From an optimization exercise on the open Yosys and OpenROAD flow, aimed at small area, a short achievable clock period and few clock cycles; shortcuts taken in it are not production practice.

==> run M: inputs <==
==> flow/design.v <==
`timescale 1ns/1ns
package alu_pkg;
	localparam int word_width = 32;
	typedef enum logic [3:0] {
		op_add  = 4'd0,
		op_sub  = 4'd1,
		op_and  = 4'd2,
		op_or   = 4'd3,
		op_not  = 4'd4,
		op_neg  = 4'd5,
		op_shr  = 4'd6,
		op_shra = 4'd7,
		op_shl  = 4'd8,
		op_ror  = 4'd9,
		op_rol  = 4'd10,
		op_mul  = 4'd11
	} alu_op_t;
endpackage
`timescale 1ns/1ns
module alu_shifting (
	input  logic [31:0] a,
	input  logic [4:0]  s,
	input  logic [4:0]  k,
	input  logic        big,
	input  logic        left,
	input  logic        shift,
	input  logic        arith,
	output logic [31:0] c
);
	logic        fill;
	logic [31:0] rot;
	logic [31:0] th;
	logic [31:0] keep;
	assign fill = arith & a[31];
	always_comb begin
		rot = a;
		if (k[0]) rot = {rot[0],    rot[31:1]};
		if (k[1]) rot = {rot[1:0],  rot[31:2]};
		if (k[2]) rot = {rot[3:0],  rot[31:4]};
		if (k[3]) rot = {rot[7:0],  rot[31:8]};
		if (k[4]) rot = {rot[15:0], rot[31:16]};
	end
	always_comb begin
		for (int i = 0; i < 32; i++)
			th[i] = (5'(i) >= s);
	end
	always_comb begin
		if (!shift)
			keep = '1;
		else if (big)
			keep = '0;
		else if (left)
			keep = th;
		else
			for (int i = 0; i < 32; i++)
				keep[i] = th[31 - i];
	end
	assign c = (rot & keep) | ({32{fill}} & ~keep);
endmodule
`timescale 1ns/1ns
module alu_cla_adder #(
	parameter int W = 40
) (
	input  logic [W-1:0] a,
	input  logic [W-1:0] b,
	output logic [W-1:0] sum
);
	assign sum = a + b;
endmodule
`timescale 1ns/1ns
module alu_booth_step (
	input  logic [31:0] m,
	input  logic [3:0]  one,
	input  logic [3:0]  two,
	input  logic [3:0]  neg,
	input  logic [32:0] s_in,
	input  logic [32:0] c_in,
	output logic [32:0] s_out,
	output logic [32:0] c_out,
	output logic [7:0]  s_lo,
	output logic [7:0]  c_lo
);
	logic [32:0]      mx;
	logic [32:0]      m2x;
	logic [3:0][32:0] r;
	logic [40:0]      a0, a1, a2, a3, sx, cx;
	logic [40:0]      s1, c1, s2, c2, s3, c3, s4, c4;
	assign mx  = {m[31], m};
	assign m2x = {m, 1'b0};
	always_comb begin
		for (int i = 0; i < 4; i++)
			r[i] = (({33{one[i]}} & mx) | ({33{two[i]}} & m2x)) ^ {33{neg[i]}};
	end
	assign a0 = {8'd0, ~r[0][32], r[0][31:0]} | (41'd170 << 32);
	assign a1 = {6'd0, ~r[1][32], r[1][31:0], 2'd0};
	assign a2 = {4'd0, ~r[2][32], r[2][31:0], 4'd0};
	assign a3 = {2'd0, ~r[3][32], r[3][31:0], 6'd0};
	assign sx = {8'd0, s_in};
	assign cx = {8'd0, c_in};
	assign s1 = a0 ^ a1 ^ a2;
	assign c1 = {((a0 & a1) | (a0 & a2) | (a1 & a2)), 1'b0};
	assign s2 = a3 ^ sx ^ cx;
	assign c2 = {((a3 & sx) | (a3 & cx) | (sx & cx)), 1'b0};
	assign s3 = s1 ^ c1 ^ s2;
	assign c3 = {((s1 & c1) | (s1 & s2) | (c1 & s2)), 1'b0};
	assign s4 = s3 ^ c3 ^ c2;
	assign c4 = {((s3 & c3) | (s3 & c2) | (c3 & c2)), 1'b0};
	assign s_lo  = s4[7:0];
	assign c_lo  = c4[7:0];
	assign s_out = s4[40:8];
	assign c_out = c4[40:8];
endmodule
module alu_booth_enc (
	input  logic [7:0] b,
	input  logic       bm1,
	output logic [3:0] one,
	output logic [3:0] two,
	output logic [3:0] neg
);
	logic [8:0] bb;
	assign bb = {b, bm1};
	always_comb begin
		for (int i = 0; i < 4; i++) begin
			one[i] = bb[2*i+1] ^ bb[2*i];
			two[i] = (bb[2*i+2] & ~bb[2*i+1] & ~bb[2*i]) |
				(~bb[2*i+2] & bb[2*i+1] & bb[2*i]);
			neg[i] = bb[2*i+2];
		end
	end
endmodule
`timescale 1ns/1ns
module alu_result_stage (
	input  logic        f_sum,
	input  logic        f_and,
	input  logic        f_or,
	input  logic        f_not,
	input  logic        f_sh,
	input  logic [31:0] y,
	input  logic [31:0] b,
	input  logic [31:0] sum,
	input  logic [31:0] shift_c,
	output logic [31:0] result
);
	assign result = ({32{f_sum}} & sum) |
		({32{f_and}} & (y & b)) |
		({32{f_or}} & (y | b)) |
		({32{f_not}} & ~b) |
		({32{f_sh}} & shift_c);
endmodule
`timescale 1ns/1ns
import alu_pkg::*;
module alu_unit (
	input  logic                           clk,
	input  logic                           rst,
	input  logic [alu_pkg::word_width-1:0] bus_in,
	input  logic                           y_load,
	input  alu_pkg::alu_op_t               op,
	input  logic                           op_valid,
	output logic [alu_pkg::word_width-1:0] z_hi,
	output logic [alu_pkg::word_width-1:0] z_lo,
	output logic                           done,
	output logic                           busy
);
	logic        accept;
	logic        acc_mul;
	logic        is_sub;
	logic        is_left;
	logic [31:0] b_r;
	logic        yl_r;
	logic [31:0] a_r;
	logic        f_sub, cin_r;
	logic        f_sq, f_sum, f_and, f_or, f_not, f_sh;
	logic        f_left, f_shift, f_arith, f_big;
	logic [4:0]  f_k;
	logic        vn;
	logic        m1, ph2, ph3, ph4, ph5;
	logic [31:0] y;
	logic [31:0] b_raw;
	logic [31:0] y_next;
	logic        s32;
	logic [32:0] cs;
	logic [7:0]  sl, cl;
	logic        k;
	logic [3:0]  e_one, e_two, e_neg;
	logic [3:0]  n_one, n_two, n_neg;
	logic [3:0]  i_one, i_two, i_neg;
	logic        step;
	logic        step_more;
	logic [31:0] src;
	logic [32:0] negs;
	logic [32:0] st_s_in, st_c_in;
	logic [32:0] st_s, st_c;
	logic [7:0]  st_sl, st_cl;
	logic [8:0]  lo_sum;
	logic [7:0]  lo_byte;
	logic [39:0] add_a, add_b, add_sum;
	logic [31:0] shift_c;
	logic [31:0] result;
	assign accept  = op_valid & ~busy;
	assign acc_mul = accept & (op == op_mul);
	assign is_sub  = (op == op_sub) | (op == op_neg);
	assign is_left = (op == op_shl) | (op == op_rol);
	always_ff @(posedge clk) begin
		if (rst) begin
			yl_r <= 1'b0;
			vn   <= 1'b0;
			m1   <= 1'b0;
			ph2  <= 1'b0;
			ph3  <= 1'b0;
			ph4  <= 1'b0;
			ph5  <= 1'b0;
			busy <= 1'b0;
			done <= 1'b0;
		end else begin
			yl_r <= y_load & ~busy;
			vn   <= accept & (op != op_mul);
			m1   <= acc_mul;
			ph2  <= m1;
			ph3  <= ph2;
			ph4  <= ph3;
			ph5  <= ph4;
			busy <= acc_mul | m1 | ph2 | ph3;
			done <= vn | ph5;
		end
	end
	always_ff @(posedge clk) begin
		if (ph4)
			b_r <= '0;
		else if (!busy)
			b_r <= bus_in ^ {32{is_sub}};
		if (step)
			a_r <= st_s[31:0];
		else
			a_r <= y_next & {32{(op == op_add) | (op == op_sub)}};
		f_sub   <= is_sub;
		cin_r   <= ph4 ? lo_sum[8] : (accept & is_sub);
		f_sq    <= accept & is_sub;
		f_sum   <= accept & ((op == op_add) | is_sub);
		f_and   <= accept & (op == op_and);
		f_or    <= accept & (op == op_or);
		f_not   <= accept & (op == op_not);
		f_sh    <= accept & (op >= op_shr) & (op <= op_rol);
		f_left  <= is_left;
		f_shift <= (op == op_shr) | (op == op_shra) | (op == op_shl);
		f_arith <= (op == op_shra);
		f_big   <= |bus_in[31:5];
		f_k     <= is_left ? (5'd0 - bus_in[4:0]) : bus_in[4:0];
	end
	assign b_raw  = b_r ^ {32{f_sub}};
	assign y_next = yl_r ? b_raw : y;
	always_ff @(posedge clk) begin
		if (rst)
			y <= '0;
		else if (busy && y_load)
			y <= bus_in;
		else
			y <= y_next;
	end
	assign step      = m1 | ph2 | ph3 | ph4;
	assign step_more = m1 | ph2 | ph3;
	assign src       = m1 ? y : z_lo;
	alu_booth_enc u_enc_next (
		.b   (src[15:8]),
		.bm1 (src[7]),
		.one (n_one),
		.two (n_two),
		.neg (n_neg)
	);
	alu_booth_enc u_enc_first (
		.b   (y_next[7:0]),
		.bm1 (1'b0),
		.one (i_one),
		.two (i_two),
		.neg (i_neg)
	);
	always_ff @(posedge clk) begin
		if (step_more) begin
			e_one <= n_one;
			e_two <= n_two;
			e_neg <= n_neg;
		end else begin
			e_one <= i_one;
			e_two <= i_two;
			e_neg <= i_neg;
		end
	end
	always_comb begin
		negs = '0;
		for (int j = 0; j < 16; j++)
			negs[2*j] = y[2*j+1];
	end
	assign st_s_in = {s32, a_r};
	assign st_c_in = cs | (negs & {33{m1}});
	alu_booth_step u_step (
		.m     (b_r),
		.one   (e_one),
		.two   (e_two),
		.neg   (e_neg),
		.s_in  (st_s_in),
		.c_in  (st_c_in),
		.s_out (st_s),
		.c_out (st_c),
		.s_lo  (st_sl),
		.c_lo  (st_cl)
	);
	assign lo_sum = {1'b0, sl} + {1'b0, cl} + {8'd0, k};
	always_ff @(posedge clk) begin
		if (step) begin
			s32 <= st_s[32];
			cs  <= st_c;
			sl  <= st_sl;
			cl  <= st_cl;
			k   <= lo_sum[8];
		end else begin
			s32 <= 1'b1;
			cs  <= '0;
			sl  <= '0;
			cl  <= '0;
			k   <= 1'b0;
		end
	end
	assign add_a = {a_r, sl[7:1], sl[0] | f_sq};
	assign add_b = {b_r | cs[31:0], cl[7:1] | {7{f_sq}}, cin_r};
	alu_cla_adder #(.W(40)) u_adder (
		.a   (add_a),
		.b   (add_b),
		.sum (add_sum)
	);
	alu_shifting u_shifter (
		.a     (y),
		.s     (b_r[4:0]),
		.k     (f_k),
		.big   (f_big),
		.left  (f_left),
		.shift (f_shift),
		.arith (f_arith),
		.c     (shift_c)
	);
	alu_result_stage u_result (
		.f_sum   (f_sum),
		.f_and   (f_and),
		.f_or    (f_or),
		.f_not   (f_not),
		.f_sh    (f_sh),
		.y       (y),
		.b       (b_r),
		.sum     (add_sum[39:8]),
		.shift_c (shift_c),
		.result  (result)
	);
	assign lo_byte = ph5 ? add_sum[7:0] : lo_sum[7:0];
	always_ff @(posedge clk) begin
		z_hi <= add_sum[39:8] & {32{ph5}};
		z_lo <= result | ({lo_byte, src[31:8]} & {32{step | ph5}});
	end
endmodule
==> flow/run.sh <==
#!/bin/bash
# synth_recipe.tcl (not shown) runs the flow's synth.tcl, then flattens the netlist and writes it again
# the make line also repeats each setting of config.mk as NAME=value (left out here)
make -C /OpenROAD-flow-scripts/flow DESIGN_CONFIG=/design/flow/config.mk WORK_HOME=/design/flow/orfs CLKGATE_MAP_FILE= SYNTH_SCRIPT=/design/flow/synth_recipe.tcl finish
==> flow/config.mk <==
export PLATFORM = sky130hd
export DESIGN_NAME = alu_unit
export DESIGN_NICKNAME = alu_unit
export VERILOG_FILES = /design/flow/design.v
export SDC_FILE = /design/flow/constraint.sdc
export NUM_CORES = 4
export LEC_CHECK = 0
export CAP_MARGIN = 20
export CORE_MARGIN = 2
export CORE_UTILIZATION = 40
export SETUP_SLACK_MARGIN = 3.3
export SLEW_MARGIN = 20
export TNS_END_PERCENT = 5
==> flow/constraint.sdc <==
create_clock -name core_clock -period 6.0 [get_ports {clk}]
set_input_delay 1.2000 -clock core_clock [delete_from_list [all_inputs] [get_ports {clk}]]
set_output_delay 1.2000 -clock core_clock [all_outputs]
set_load 0.01 [all_outputs]
==> run G: changes against run M <==
--- a/flow/design.v
+++ b/flow/design.v
@@ -169,7 +169,7 @@
 	logic        yl_r;
 	logic [31:0] a_r;
 	logic        f_sub, cin_r;
-	logic        f_sq, f_sum, f_and, f_or, f_not, f_sh;
+	logic        f_sum, f_and, f_or, f_not, f_sh;
 	logic        f_left, f_shift, f_arith, f_big;
 	logic [4:0]  f_k;
 	logic        vn;
@@ -234,7 +234,6 @@
 			a_r <= y_next & {32{(op == op_add) | (op == op_sub)}};
 		f_sub   <= is_sub;
 		cin_r   <= ph4 ? lo_sum[8] : (accept & is_sub);
-		f_sq    <= accept & is_sub;
 		f_sum   <= accept & ((op == op_add) | is_sub);
 		f_and   <= accept & (op == op_and);
 		f_or    <= accept & (op == op_or);
@@ -303,7 +302,7 @@
 		.s_lo  (st_sl),
 		.c_lo  (st_cl)
 	);
-	assign lo_sum = {1'b0, sl} + {1'b0, cl} + {8'd0, k};
+	assign lo_sum = {1'b0, sl} + {1'b0, cl[7:1], k};
 	always_ff @(posedge clk) begin
 		if (step) begin
 			s32 <= st_s[32];
@@ -314,13 +313,13 @@
 		end else begin
 			s32 <= 1'b1;
 			cs  <= '0;
-			sl  <= '0;
+			sl  <= {8{accept & is_sub}};
 			cl  <= '0;
 			k   <= 1'b0;
 		end
 	end
-	assign add_a = {a_r, sl[7:1], sl[0] | f_sq};
-	assign add_b = {b_r | cs[31:0], cl[7:1] | {7{f_sq}}, cin_r};
+	assign add_a = {a_r, sl};
+	assign add_b = {b_r | cs[31:0], cl[7:1], cin_r};
 	alu_cla_adder #(.W(40)) u_adder (
 		.a   (add_a),
 		.b   (add_b),
==> flow/flow/run.sh (new file) <==
#!/bin/bash
# The standard layout (the standard.sh, synthesis unchanged), except that
# the port buffers that placement inserts are buf_1 cells instead of the delay
# buffer the resizer picks by default. make's full output goes to flow_make.log;
# ORFS keeps each tool's log under orfs/logs/.
set -euo pipefail
export BUFFER_PORTS_ARGS="-buffer_cell sky130_fd_sc_hd__buf_1"
bash standard.sh > flow_make.log 2>&1
==> flow/standard.sh (new file) <==
#!/bin/bash
# synth_recipe.tcl (not shown) runs the flow's synth.tcl, then flattens the netlist and writes it again
# the make line also repeats each setting of config.mk as NAME=value (left out here)
make -C /OpenROAD-flow-scripts/flow DESIGN_CONFIG=/design/flow/config.mk WORK_HOME=/design/flow/orfs CLKGATE_MAP_FILE= SYNTH_SCRIPT=/design/flow/synth_recipe.tcl "${@:-finish}"
ABC_AREA = 1   (was default)
SETUP_SLACK_MARGIN = 3.6   (was 3.3)
removed: flow/run.sh
==> run P: changes against run M <==
==> flow/design.v, changed modules only <==
module alu_cla_adder #(
	parameter int W = 40
) (
	input  logic [W-1:0] a,
	input  logic [W-1:0] b,
	input  logic         cin,
	output logic [W-1:0] sum
);
	localparam int L = $clog2(W);
	logic [W-1:0] p;
	logic [L:0][W-1:0] g_l;
	logic [L:0][W-1:0] p_l;
	assign p = a ^ b;
	always_comb begin
		g_l[0]    = a & b;
		p_l[0]    = p;
		g_l[0][0] = (a[0] & b[0]) | (p[0] & cin);
		p_l[0][0] = 1'b0;
		for (int l = 0; l < L; l++) begin
			for (int i = 0; i < W; i++) begin
				if (((i >> l) & 1) != 0) begin
					g_l[l+1][i] = g_l[l][i] | (p_l[l][i] & g_l[l][((i >> l) << l) - 1]);
					p_l[l+1][i] = p_l[l][i] & p_l[l][((i >> l) << l) - 1];
				end else begin
					g_l[l+1][i] = g_l[l][i];
					p_l[l+1][i] = p_l[l][i];
				end
			end
		end
	end
	assign sum = p ^ {g_l[L][W-2:0], cin};
endmodule
module alu_unit (
	input  logic                           clk,
	input  logic                           rst,
	input  logic [alu_pkg::word_width-1:0] bus_in,
	input  logic                           y_load,
	input  alu_pkg::alu_op_t               op,
	input  logic                           op_valid,
	output logic [alu_pkg::word_width-1:0] z_hi,
	output logic [alu_pkg::word_width-1:0] z_lo,
	output logic                           done,
	output logic                           busy
);
	logic        accept;
	logic        acc_mul;
	logic        is_sub;
	logic        is_left;
	logic [31:0] b_r;
	logic        yl_r;
	logic        f_sub, cin_r;
	logic        f_sq, f_ya, f_sum, f_and, f_or, f_not, f_sh;
	logic        f_left, f_shift, f_arith, f_big;
	logic [4:0]  f_k;
	logic        vn;
	logic        m1, ph2, ph3, ph4, ph5;
	logic [31:0] y;
	logic [31:0] b_raw;
	logic [31:0] y_next;
	logic        s32;
	logic [32:0] cs;
	logic [7:0]  sl, cl;
	logic        k;
	logic [3:0]  e_one, e_two, e_neg;
	logic [3:0]  n_one, n_two, n_neg;
	logic [3:0]  i_one, i_two, i_neg;
	logic        step;
	logic        step_more;
	logic [31:0] src;
	logic [32:0] negs;
	logic [32:0] st_s_in, st_c_in;
	logic [32:0] st_s, st_c;
	logic [7:0]  st_sl, st_cl;
	logic [8:0]  lo_sum;
	logic [7:0]  lo_byte;
	logic [39:0] add_a, add_b, add_sum;
	logic [31:0] shift_c;
	logic [31:0] result;
	assign accept  = op_valid & ~busy;
	assign acc_mul = accept & (op == op_mul);
	assign is_sub  = (op == op_sub) | (op == op_neg);
	assign is_left = (op == op_shl) | (op == op_rol);
	always_ff @(posedge clk) begin
		if (rst) begin
			yl_r <= 1'b0;
			vn   <= 1'b0;
			m1   <= 1'b0;
			ph2  <= 1'b0;
			ph3  <= 1'b0;
			ph4  <= 1'b0;
			ph5  <= 1'b0;
			busy <= 1'b0;
			done <= 1'b0;
		end else begin
			yl_r <= y_load & ~busy;
			vn   <= accept & (op != op_mul);
			m1   <= acc_mul;
			ph2  <= m1;
			ph3  <= ph2;
			ph4  <= ph3;
			ph5  <= ph4;
			busy <= acc_mul | m1 | ph2 | ph3;
			done <= vn | ph5;
		end
	end
	always_ff @(posedge clk) begin
		if (rst)
			b_r <= '0;
		else if (ph4)
			b_r <= st_c[31:0];
		else if (!busy)
			b_r <= bus_in ^ {32{is_sub}};
		f_sub   <= is_sub;
		cin_r   <= ph4 ? lo_sum[8] : (accept & is_sub);
		f_sq    <= accept & is_sub;
		f_ya    <= accept & ((op == op_add) | (op == op_sub));
		f_sum   <= accept & ((op == op_add) | is_sub);
		f_and   <= accept & (op == op_and);
		f_or    <= accept & (op == op_or);
		f_not   <= accept & (op == op_not);
		f_sh    <= accept & (op >= op_shr) & (op <= op_rol);
		f_left  <= is_left;
		f_shift <= (op == op_shr) | (op == op_shra) | (op == op_shl);
		f_arith <= (op == op_shra);
		f_big   <= |bus_in[31:5];
		f_k     <= is_left ? (5'd0 - bus_in[4:0]) : bus_in[4:0];
	end
	assign b_raw  = b_r ^ {32{f_sub}};
	assign y_next = yl_r ? b_raw : y;
	always_ff @(posedge clk) begin
		if (rst)
			y <= '0;
		else if (busy && y_load)
			y <= bus_in;
		else
			y <= y_next;
	end
	assign step      = m1 | ph2 | ph3 | ph4;
	assign step_more = m1 | ph2 | ph3;
	assign src       = m1 ? y : z_lo;
	alu_booth_enc u_enc_next (
		.b   (src[15:8]),
		.bm1 (src[7]),
		.one (n_one),
		.two (n_two),
		.neg (n_neg)
	);
	alu_booth_enc u_enc_first (
		.b   (y_next[7:0]),
		.bm1 (1'b0),
		.one (i_one),
		.two (i_two),
		.neg (i_neg)
	);
	always_ff @(posedge clk) begin
		if (step_more) begin
			e_one <= n_one;
			e_two <= n_two;
			e_neg <= n_neg;
		end else begin
			e_one <= i_one;
			e_two <= i_two;
			e_neg <= i_neg;
		end
	end
	always_comb begin
		negs = '0;
		for (int j = 0; j < 16; j++)
			negs[2*j] = y[2*j+1];
	end
	assign st_s_in = {s32, z_hi & {32{~m1}}};
	assign st_c_in = cs | (negs & {33{m1}});
	alu_booth_step u_step (
		.m     (b_r),
		.one   (e_one),
		.two   (e_two),
		.neg   (e_neg),
		.s_in  (st_s_in),
		.c_in  (st_c_in),
		.s_out (st_s),
		.c_out (st_c),
		.s_lo  (st_sl),
		.c_lo  (st_cl)
	);
	assign lo_sum = {1'b0, sl} + {1'b0, cl} + {8'd0, k};
	always_ff @(posedge clk) begin
		if (step) begin
			s32 <= st_s[32];
			cs  <= st_c;
			sl  <= st_sl;
			cl  <= st_cl;
			k   <= lo_sum[8];
		end else begin
			s32 <= 1'b1;
			cs  <= '0;
			sl  <= '0;
			cl  <= '0;
			k   <= 1'b0;
		end
	end
	assign add_a = {(y & {32{f_ya}}) | (z_hi & {32{ph5}}), sl};
	assign add_b = {b_r, cl | {8{f_sq}}};
	alu_cla_adder #(.W(40)) u_adder (
		.a   (add_a),
		.b   (add_b),
		.cin (cin_r),
		.sum (add_sum)
	);
	alu_shifting u_shifter (
		.a     (y),
		.s     (b_r[4:0]),
		.k     (f_k),
		.big   (f_big),
		.left  (f_left),
		.shift (f_shift),
		.arith (f_arith),
		.c     (shift_c)
	);
	alu_result_stage u_result (
		.f_sum   (f_sum),
		.f_and   (f_and),
		.f_or    (f_or),
		.f_not   (f_not),
		.f_sh    (f_sh),
		.y       (y),
		.b       (b_r),
		.sum     (add_sum[39:8]),
		.shift_c (shift_c),
		.result  (result)
	);
	assign lo_byte = ph5 ? add_sum[7:0] : lo_sum[7:0];
	always_ff @(posedge clk) begin
		z_hi <= (st_s[31:0] & {32{step}}) | (add_sum[39:8] & {32{ph5}});
		z_lo <= result | ({lo_byte, src[31:8]} & {32{step | ph5}});
	end
endmodule
TNS_END_PERCENT = default   (was 5)
==> flow_summary.yaml <==
placed_design:
  gp_congestion: 1.01
synth:
  synth_xor_area_share_pct: 10.4
  synth_commonest_cells: "nor2_1, dfxtp_1, xnor2_1, a21oi_1, clkbuf_1"
status:
  violatedChecks: "antenna violations"
  status: "complete, but fails checks"
cells_and_area:
  fill_cells: 4623
  seq_cell_count: 215
  utilization_pct: 52.0
routing:
  wl_met2_um: 39400
  postRouteAntennaNets: 1
-- figures above: run P

==> flow_summary.yaml <==
routing:
  wl_met2_um: 40700
  postRouteAntennaNets: 0
placed_design:
  gp_congestion: 1.05
cells_and_area:
  seq_cell_count: 245
  fill_cells: 5664
floorplan:
  io_pins: 106
synth:
  synth_xor_area_share_pct: 8.22
  synth_commonest_cells: "nand2_1, nand3_1, inv_1, dfxtp_1, o21ai_0"
clock_tree:
  cts.sinks: 245
status:
  status: "no timing/DRC/antenna violations"
timing:
  hold_violations: 0
-- figures above: run G

==> flow_summary.yaml <==
status:
  status: "no timing/DRC/antenna violations"
cells_and_area:
  seq_cell_count: 246
  utilization_pct: 49.2
synth:
  synth_commonest_cells: "dfxtp_1, a21oi_1, nand2_1, xnor2_1, inv_1"
routing:
  wl_met2_um: 39300
placed_design:
  gp_congestion: 0.973
-- figures above: run M

Function was not checked in any run of this note: the RTL went through the layout flow alone.

==> re-timing with driven ports <==
In the flow no input, the clock included, has a driving cell. The finished layouts below were timed again as built, in two steps.
Step 1 assumes that a clkbuf_16 drives the clock port and a buf_2 every other input.
Step 2 also shifts input and output timing later by t, the mid clock arrival at the registers, as if the neighbouring blocks saw the same clock.
a / b / c = ideal ports / drivers / drivers and shift; a / b = the first two.
run | t, ns | setup slack, ns | hold WS [ns] | slew at the worst register clock pin (ns) | cell pins on the clock port's net
run M | 0.657 | 2.998 / 2.995 / 2.426 | 0.445 / 0.445 / 0.445 | 0.07 / 0.07 | 1
run G | 0.653 | 3.048 / 3.048 / 2.795 | 0.465 / 0.465 / 0.465 | 0.07 / 0.07 | 1
run P | 0.615 | 2.635 / 2.635 / 2.635 | 0.462 / 0.462 / 0.462 | 0.07 / 0.07 | 1
For run M, which loses most, drivers alone change the setup slack by -0.003 ns; drivers and shift together by -0.572 ns.
